Source: an optimization exercise on an open RTL-to-GDS flow (aim: small area). Production flows keep margins and buffers that such runs may drop. Only simulation tests tie the RTL to the original design; equivalence was not proved. Power figures rest on the tool's default switching activity, not on a simulated workload. No driver is modelled on the clock port, so clocking that relies on it looks cheaper here than on a real chip.

Design register_read_stage, start of the top module:
module register_read_stage
(
  input  logic              clk,
  input  logic              reset_n,
  input  logic              RegWriteWB,
  input  logic [4:0]        WriteRegWB,
  input  logic [XLEN-1:0]   FinalWriteData,
  input  logic              in_valid,
  input  logic [4:0]        Rn,
  input  logic [4:0]        Rm,
  input  logic [4:0]        Rd,
  input  logic              MemReadID,
  input  logic [CTRL_W-1:0] CtrlID,
  input  logic              flush,
  output logic [XLEN-1:0]   ReadData1EX,
  output logic [XLEN-1:0]   ReadData2EX,
  output logic [4:0]        RnEX,
  output logic [4:0]        RmEX,
  output logic [4:0]        RdEX,
  output logic              MemReadEX,
  output logic [CTRL_W-1:0] CtrlEX,
  output logic              ValidEX,
  output logic              stall
);
Settings: LEC_CHECK=0, CAP_MARGIN=20, CORE_MARGIN=2, CORE_UTILIZATION=30, PLACE_DENSITY=0.45, SLEW_MARGIN=20, SYNTH_HIERARCHICAL=1, SYNTH_MINIMUM_KEEP_SIZE=0; clock period 5.0 ns.
standard.sh (not shown) runs the stock make flow with config.mk's settings and CLKGATE_MAP_FILE= SYNTH_SCRIPT=/design/flow/synth_recipe.tcl, a recipe that flattens the netlist after the stock synthesis.
==> flow/flow/run.sh <==
#!/bin/bash
# Layout flow: the standard ORFS flow (standard.sh), unchanged except for
# the clock tree synthesis arguments (larger sink clusters, no dummy loads)
# and the cell used to buffer the ports.
set -euo pipefail
export CTS_ARGS="-sink_clustering_enable -repair_clock_nets -dont_use_dummy_load -sink_clustering_size 24 -sink_clustering_max_diameter 100"
export BUFFER_PORTS_ARGS="-buffer_cell sky130_fd_sc_hd__buf_1"
bash standard.sh finish > standard.log 2>&1
==> next run, changes <==
--- a/flow/flow/run.sh
+++ b/flow/flow/run.sh
@@ -5,3 +5,3 @@
 set -euo pipefail
-export CTS_ARGS="-sink_clustering_enable -repair_clock_nets -dont_use_dummy_load -sink_clustering_size 24 -sink_clustering_max_diameter 100"
+export CTS_ARGS="-sink_clustering_enable -repair_clock_nets -dont_use_dummy_load -sink_clustering_size 30 -sink_clustering_max_diameter 120"
 export BUFFER_PORTS_ARGS="-buffer_cell sky130_fd_sc_hd__buf_1"
Settings changed: CORE_UTILIZATION 30 to 48, PLACE_DENSITY 0.45 to 0.62.
Total power shrinks by a few percent.
Die area shrinks by well over a third.
First-iteration DRC count grows by about a fifth.
==> next run, changes <==
==> flow/run.sh (new file) <==
#!/bin/bash
# synth_recipe.tcl (not shown) runs the flow's synth.tcl, then flattens the netlist and writes it again
# the make line also repeats each setting of config.mk as NAME=value (left out here)
make -C /OpenROAD-flow-scripts/flow DESIGN_CONFIG=/design/flow/config.mk WORK_HOME=/design/flow/orfs CLKGATE_MAP_FILE= SYNTH_SCRIPT=/design/flow/synth_recipe.tcl finish
Settings changed: CORE_UTILIZATION 48 to 30, PLACE_DENSITY 0.62 to 0.45.
removed: flow/flow/run.sh
removed: flow/standard.sh
Now the flow ran to the end with violations: negative setup slack.
Global-route usage came out lower by 12 points.
First-iteration DRC count came out lower by about 12%.
Clock-buffer cell count came out higher by 245.
Sequential share of layout area came out lower by 5.0 points.
==> next run, changes <==
==> flow/flow/run.sh (new file) <==
#!/bin/bash
# Layout flow: the standard ORFS flow (standard.sh), unchanged except for
# the clock tree synthesis arguments (larger sink clusters, no dummy loads)
# and the cell used to buffer the ports.
set -euo pipefail
export CTS_ARGS="-sink_clustering_enable -repair_clock_nets -dont_use_dummy_load -sink_clustering_size 27 -sink_clustering_max_diameter 110"
export BUFFER_PORTS_ARGS="-buffer_cell sky130_fd_sc_hd__buf_1"
bash standard.sh finish > standard.log 2>&1
==> flow/standard.sh (new file) <==
#!/bin/bash
# synth_recipe.tcl (not shown) runs the flow's synth.tcl, then flattens the netlist and writes it again
# the make line also repeats each setting of config.mk as NAME=value (left out here)
make -C /OpenROAD-flow-scripts/flow DESIGN_CONFIG=/design/flow/config.mk WORK_HOME=/design/flow/orfs CLKGATE_MAP_FILE= SYNTH_SCRIPT=/design/flow/synth_recipe.tcl "${@:-finish}"
removed: flow/run.sh
=>
- The new run produced a clean layout
- synthesized area does not change
- wire length is about the same
- die area does not change

========
== build 73 ==
The RTL this note starts from:
==> flow/design.v <==
package cpu_pkg;
  localparam int XLEN     = 64;
  localparam int NUM_REGS = 32;
  localparam int CTRL_W   = 16;
  localparam logic [4:0] ZERO_REG = 5'd31;
endpackage
module rf_wbit
(
  input  logic s,
  input  logic sn,
  input  logic d,
  input  logic q,
  output logic y
);
  assign y = (s & d) | (sn & q);
endmodule
module rf_rsel
(
  input  logic s0,
  input  logic d0,
  input  logic s1,
  input  logic d1,
  input  logic s2,
  input  logic d2,
  output logic y_n
);
  assign y_n = !((s0 & d0) | (s1 & d1) | (s2 & d2));
endmodule
import cpu_pkg::*;
module register_read_stage
(
  input  logic              clk,
  input  logic              reset_n,
  input  logic              RegWriteWB,
  input  logic [4:0]        WriteRegWB,
  input  logic [XLEN-1:0]   FinalWriteData,
  input  logic              in_valid,
  input  logic [4:0]        Rn,
  input  logic [4:0]        Rm,
  input  logic [4:0]        Rd,
  input  logic              MemReadID,
  input  logic [CTRL_W-1:0] CtrlID,
  input  logic              flush,
  output logic [XLEN-1:0]   ReadData1EX,
  output logic [XLEN-1:0]   ReadData2EX,
  output logic [4:0]        RnEX,
  output logic [4:0]        RmEX,
  output logic [4:0]        RdEX,
  output logic              MemReadEX,
  output logic [CTRL_W-1:0] CtrlEX,
  output logic              ValidEX,
  output logic              stall
);
  localparam int NR = NUM_REGS - 1;    
  localparam int NG = NR / 3;          
  logic [XLEN-1:0] regs [NR];
  logic [XLEN-1:0] regs_d [NR];
  logic [NR-1:0]   written;
  logic [NR-1:0]   wsel;
  logic [NR-1:0]   wsel_n;
  logic [NR-1:0]   written_d;
  logic [NR-1:0]   rsel1;      
  logic [NR-1:0]   rsel2;      
  always_comb begin
    for (int i = 0; i < NR; i++) begin
      wsel[i]   = RegWriteWB && (WriteRegWB == 5'(i));
      wsel_n[i] = !wsel[i];
    end
  end
  assign written_d = written | wsel;
  always_ff @(posedge clk or negedge reset_n) begin
    if (!reset_n) begin
      written <= '0;
      rsel1   <= '0;
      rsel2   <= '0;
    end else begin
      written <= written_d;
      for (int i = 0; i < NR; i++) begin
        rsel1[i] <= (Rn == 5'(i)) && written_d[i];
        rsel2[i] <= (Rm == 5'(i)) && written_d[i];
      end
    end
  end
  for (genvar i = 0; i < NR; i++) begin : g_reg
    for (genvar b = 0; b < XLEN; b++) begin : g_bit
      rf_wbit u_w (
        .s (wsel[i]),
        .sn(wsel_n[i]),
        .d (FinalWriteData[b]),
        .q (regs[i][b]),
        .y (regs_d[i][b])
      );
    end
    always_ff @(posedge clk) begin
      regs[i] <= regs_d[i];
    end
  end
  logic [XLEN-1:0] grp1_n [NG];
  logic [XLEN-1:0] grp2_n [NG];
  for (genvar g = 0; g < NG; g++) begin : g_grp
    for (genvar b = 0; b < XLEN; b++) begin : g_bit
      rf_rsel u_r1 (
        .s0(rsel1[3*g]),   .d0(regs[3*g][b]),
        .s1(rsel1[3*g+1]), .d1(regs[3*g+1][b]),
        .s2(rsel1[3*g+2]), .d2(regs[3*g+2][b]),
        .y_n(grp1_n[g][b])
      );
      rf_rsel u_r2 (
        .s0(rsel2[3*g]),   .d0(regs[3*g][b]),
        .s1(rsel2[3*g+1]), .d1(regs[3*g+1][b]),
        .s2(rsel2[3*g+2]), .d2(regs[3*g+2][b]),
        .y_n(grp2_n[g][b])
      );
    end
  end
  always_comb begin
    ReadData1EX = {XLEN{rsel1[NR-1]}} & regs[NR-1];
    ReadData2EX = {XLEN{rsel2[NR-1]}} & regs[NR-1];
    for (int g = 0; g < NG; g++) begin
      ReadData1EX = ReadData1EX | ~grp1_n[g];
      ReadData2EX = ReadData2EX | ~grp2_n[g];
    end
  end
  logic              load_use;
  logic              live;       
  logic [4:0]        rd_q;
  logic              mem_read_q;
  logic [CTRL_W-1:0] ctrl_q;
  logic              valid_q;
  assign RdEX      = live ? rd_q : ZERO_REG;
  assign MemReadEX = live & mem_read_q;
  assign CtrlEX    = live ? ctrl_q : '0;
  assign ValidEX   = live & valid_q;
  assign load_use = ValidEX && MemReadEX && (RdEX != ZERO_REG) && in_valid &&
                    ((RdEX == Rn) || (RdEX == Rm));
  assign stall = load_use && !flush;
  always_ff @(posedge clk or negedge reset_n) begin
    if (!reset_n) begin
      RnEX <= ZERO_REG;
      RmEX <= ZERO_REG;
      live <= 1'b0;
    end else begin
      RnEX <= Rn;
      RmEX <= Rm;
      live <= !(flush || load_use);
    end
  end
  always_ff @(posedge clk) begin
    rd_q       <= Rd;
    mem_read_q <= MemReadID;
    ctrl_q     <= CtrlID;
    valid_q    <= in_valid;
  end
endmodule
clock: 5.0 ns
lec_check: 0
cap_margin: 20
core_margin: 2
core_utilization: 48
place_density: 0.62
slew_margin: 20
synth_hierarchical: 1
synth_minimum_keep_size: 0
==> flow/flow/run.sh <==
#!/bin/bash
# Layout flow: the standard ORFS flow (standard.sh), unchanged except for
# the clock tree synthesis arguments (larger sink clusters, no dummy loads)
# and the cell used to buffer the ports.
set -euo pipefail
export CTS_ARGS="-sink_clustering_enable -repair_clock_nets -dont_use_dummy_load -sink_clustering_size 27 -sink_clustering_max_diameter 110"
export BUFFER_PORTS_ARGS="-buffer_cell sky130_fd_sc_hd__buf_1"
bash standard.sh finish > standard.log 2>&1
Modified inputs, build 38 compared to build 73
- PLACE_DENSITY now 0.45, was 0.62
- CAP_MARGIN now 10, was 20
- CORE_UTILIZATION now 30, was 48
- SLEW_MARGIN now 10, was 20
==> flow/flow/run.sh <==
#!/bin/bash
# Layout flow: the standard ORFS flow (standard.sh), unchanged except for
# the clock tree synthesis arguments (larger sink clusters, no dummy loads)
# and the cell used to buffer the ports.
set -euo pipefail
export CTS_ARGS="-sink_clustering_enable -repair_clock_nets -dont_use_dummy_load -sink_clustering_size 20 -sink_clustering_max_diameter 100"
export BUFFER_PORTS_ARGS="-buffer_cell sky130_fd_sc_hd__buf_1"
bash standard.sh finish > standard.log 2>&1
[summary]
- Build 38 finished every step from synthesis to the final layout, and the layout passed the timing, design-rule and antenna checks.
- Per the comparison of build 38 with build 73, global-route usage now smaller, met1 capacity usage during global routing went down by 15 points.
- Post-route non-filler standard cell count on build 38 is up relative to build 73.
- Comparing area added between synthesis and finish for build 38 and build 73, the smaller number came from build 73.
- In the metrics for build 38 and build 73, the one carrying the higher areal power density over the cells is build 38.
- The die footprint number comes out lower for build 73 vs build 38.
- Build 38 leaves less setup margin than build 73.
- When build 38 is measured against build 73, its switching part of the total turns out 0.49 points higher.
- The final area reported for build 38 is greater than that of build 73 by 2600 um2.
- Build 38 vs build 73, final-layout clock buffer total went up by 30.
### build 38 -> build 25
- swapping 10 for 20 in SLEW_MARGIN
- swapping 30 for 55 in CORE_UTILIZATION
- swapping 0.45 for 0.7 in PLACE_DENSITY
- swapping 10 for 20 in CAP_MARGIN
==> flow/flow/run.sh <==
#!/bin/bash
# Layout flow: the standard ORFS flow (standard.sh), unchanged except for
# the clock tree synthesis arguments (larger sink clusters, no dummy loads)
# and the cell used to buffer the ports.
set -euo pipefail
export CTS_ARGS="-sink_clustering_enable -repair_clock_nets -dont_use_dummy_load -sink_clustering_size 27 -sink_clustering_max_diameter 110"
export BUFFER_PORTS_ARGS="-buffer_cell sky130_fd_sc_hd__buf_1"
bash standard.sh finish > standard.log 2>&1
==> comparison <==
- Build 25 completed end to end with timing, DRC and antenna clean.
- Between build 38 and build 25, the flow reports amount of wire on met2 after detailed routing decreasing by more than 10%.
- Final design utilization, build 38 and build 25: smaller value in build 38
- Higher slew at the pin closest to its max-slew limit goes to build 25 over build 38.
- Sort build 38 and build 25 by non-clock buffer total of the final layout, ascending, and build 25 comes first.
- Diff build 38 -> build 25: global-route usage shows an increase of 16 points; die area shows a reduction of about 45%; top achievable clock speed shows an increase of 5.9%.
The following lists how build 50 was set up differently from build 25:
- swapping 55 for 40 in CORE_UTILIZATION
- swapping 0.7 for 0.55 in PLACE_DENSITY
[summary]
- Build 50 ended up with a lower initial core utilization than build 25 did.
- Delta(global-route wire length before repair, build 50 - build 25) > 0
- Critical path's largest stage delay down 0.13 ns in build 50 wrt build 25
- [compare] base=build 25 new=build 50: via count -1.7%, ratio of final minimum period to clock period +0.83 points, met2 capacity usage during global routing -12 points.
- Flip-flop and latch share of the layout cell area delta for build 50 relative to build 25: 0.67 points lower
- Minimum setup slack after placement delta for build 50 relative to build 25: 0.029 ns lower
- Looking at tightest hold margin across both flows, build 50 is the weaker of the two, with build 25 ahead.
- Clock buffer instance count of the final layout in build 50 vs build 25: up 2

========
Starts from the design.v that is shown in full above.
export LEC_CHECK = 0
export CAP_MARGIN = 20
export CORE_MARGIN = 2
export CORE_UTILIZATION = 55
export PLACE_DENSITY = 0.7
export SLEW_MARGIN = 20
export SYNTH_HIERARCHICAL = 1
export SYNTH_MINIMUM_KEEP_SIZE = 0
create_clock -name core_clock -period 5.0 [get_ports {clk}]
==> flow/flow/run.sh <==
#!/bin/bash
# Layout flow: the standard ORFS flow (standard.sh), unchanged except for
# the clock tree synthesis arguments (larger sink clusters, no dummy loads)
# and the cell used to buffer the ports.
set -euo pipefail
export CTS_ARGS="-sink_clustering_enable -repair_clock_nets -dont_use_dummy_load -sink_clustering_size 30 -sink_clustering_max_diameter 120"
export BUFFER_PORTS_ARGS="-buffer_cell sky130_fd_sc_hd__buf_1"
bash standard.sh finish > standard.log 2>&1
The starting point ran to the end with no violations.
Next try:
--- a/flow/flow/run.sh
+++ b/flow/flow/run.sh
@@ -6 +6 @@
-export CTS_ARGS="-sink_clustering_enable -repair_clock_nets -dont_use_dummy_load -sink_clustering_size 30 -sink_clustering_max_diameter 120"
+export CTS_ARGS="-sink_clustering_enable -repair_clock_nets -dont_use_dummy_load -sink_clustering_size 24 -sink_clustering_max_diameter 100"
--- a/flow/config.mk
+++ b/flow/config.mk
@@ -10,2 +10,2 @@
-export CORE_UTILIZATION = 55
-export PLACE_DENSITY = 0.7
+export CORE_UTILIZATION = 40
+export PLACE_DENSITY = 0.55
Result: The new run passed the timing, design-rule and antenna checks. Worst setup slack gets better by 0.020 ns. Core utilization fell by 16 points. Wire length rose by 11%. Clock skew rose by 0.020 ns. Register-to-register slack gets better by 0.14 ns. Cell count rose by 7.9%. Total power rose by 3.0%. Area after synthesis is unchanged.

static timing again, ports no longer ideal:
How much do the figures lean on ideal ports? The routed layouts below were timed once more, with nothing changed but the port constraints. Step 1: set_driving_cell puts a clkbuf_16 on clk and a buf_2 on each other input, an assumption about the parent block. Step 2, shift: input delay + t, output delay - t, t = (earliest + latest rising clock arrival at the registers) / 2. This alone moves slack from input paths to output paths. Slacks: ideal / step 1 / step 2; pairs: ideal / step 1.
| run | t (ns) | setup slack, ns | hold slack, ns | worst register clock-pin slew, ns | worst data-port slew with drivers (ns) |
|---|---|---|---|---|---|
| the first run of note 1 | 0.918 | 0.161 / 0.056 / 0.809 | 0.232 / 0.154 / 0.464 | 0.11 / 0.11 | 0.15 |
| the second run of note 1 | 0.837 | 0.399 / 0.310 / 1.097 | 0.318 / 0.253 / 0.468 | 0.12 / 0.12 | 0.12 |
| the third run of note 1 | 0.995 | -0.132 / -0.234 / 0.761 | 0.223 / 0.147 / 0.457 | 0.07 / 0.07 | 0.19 |
| the fourth run of note 1 | 0.890 | 0.181 / 0.082 / 0.850 | 0.270 / 0.198 / 0.464 | 0.12 / 0.12 | 0.15 |
| build 73 | 0.854 | 0.410 / 0.320 / 1.097 | 0.306 / 0.239 / 0.465 | 0.11 / 0.11 | 0.12 |
| build 38 | 0.908 | 0.154 / 0.053 / 0.863 | 0.258 / 0.186 / 0.465 | 0.10 / 0.10 | 0.16 |
| build 25 | 0.853 | 0.423 / 0.329 / 0.767 | 0.333 / 0.261 / 0.470 | 0.12 / 0.12 | 0.06 |
| build 50 | 0.846 | 0.382 / 0.281 / 0.656 | 0.297 / 0.220 / 0.464 | 0.12 / 0.12 | 0.22 |
| the first run of note 3 | 0.858 | 0.323 / 0.229 / 0.801 | 0.309 / 0.238 / 0.473 | 0.12 / 0.12 | 0.06 |
| the second run of note 3 | 0.887 | 0.343 / 0.242 / 0.707 | 0.295 / 0.217 / 0.461 | 0.11 / 0.11 | 0.21 |
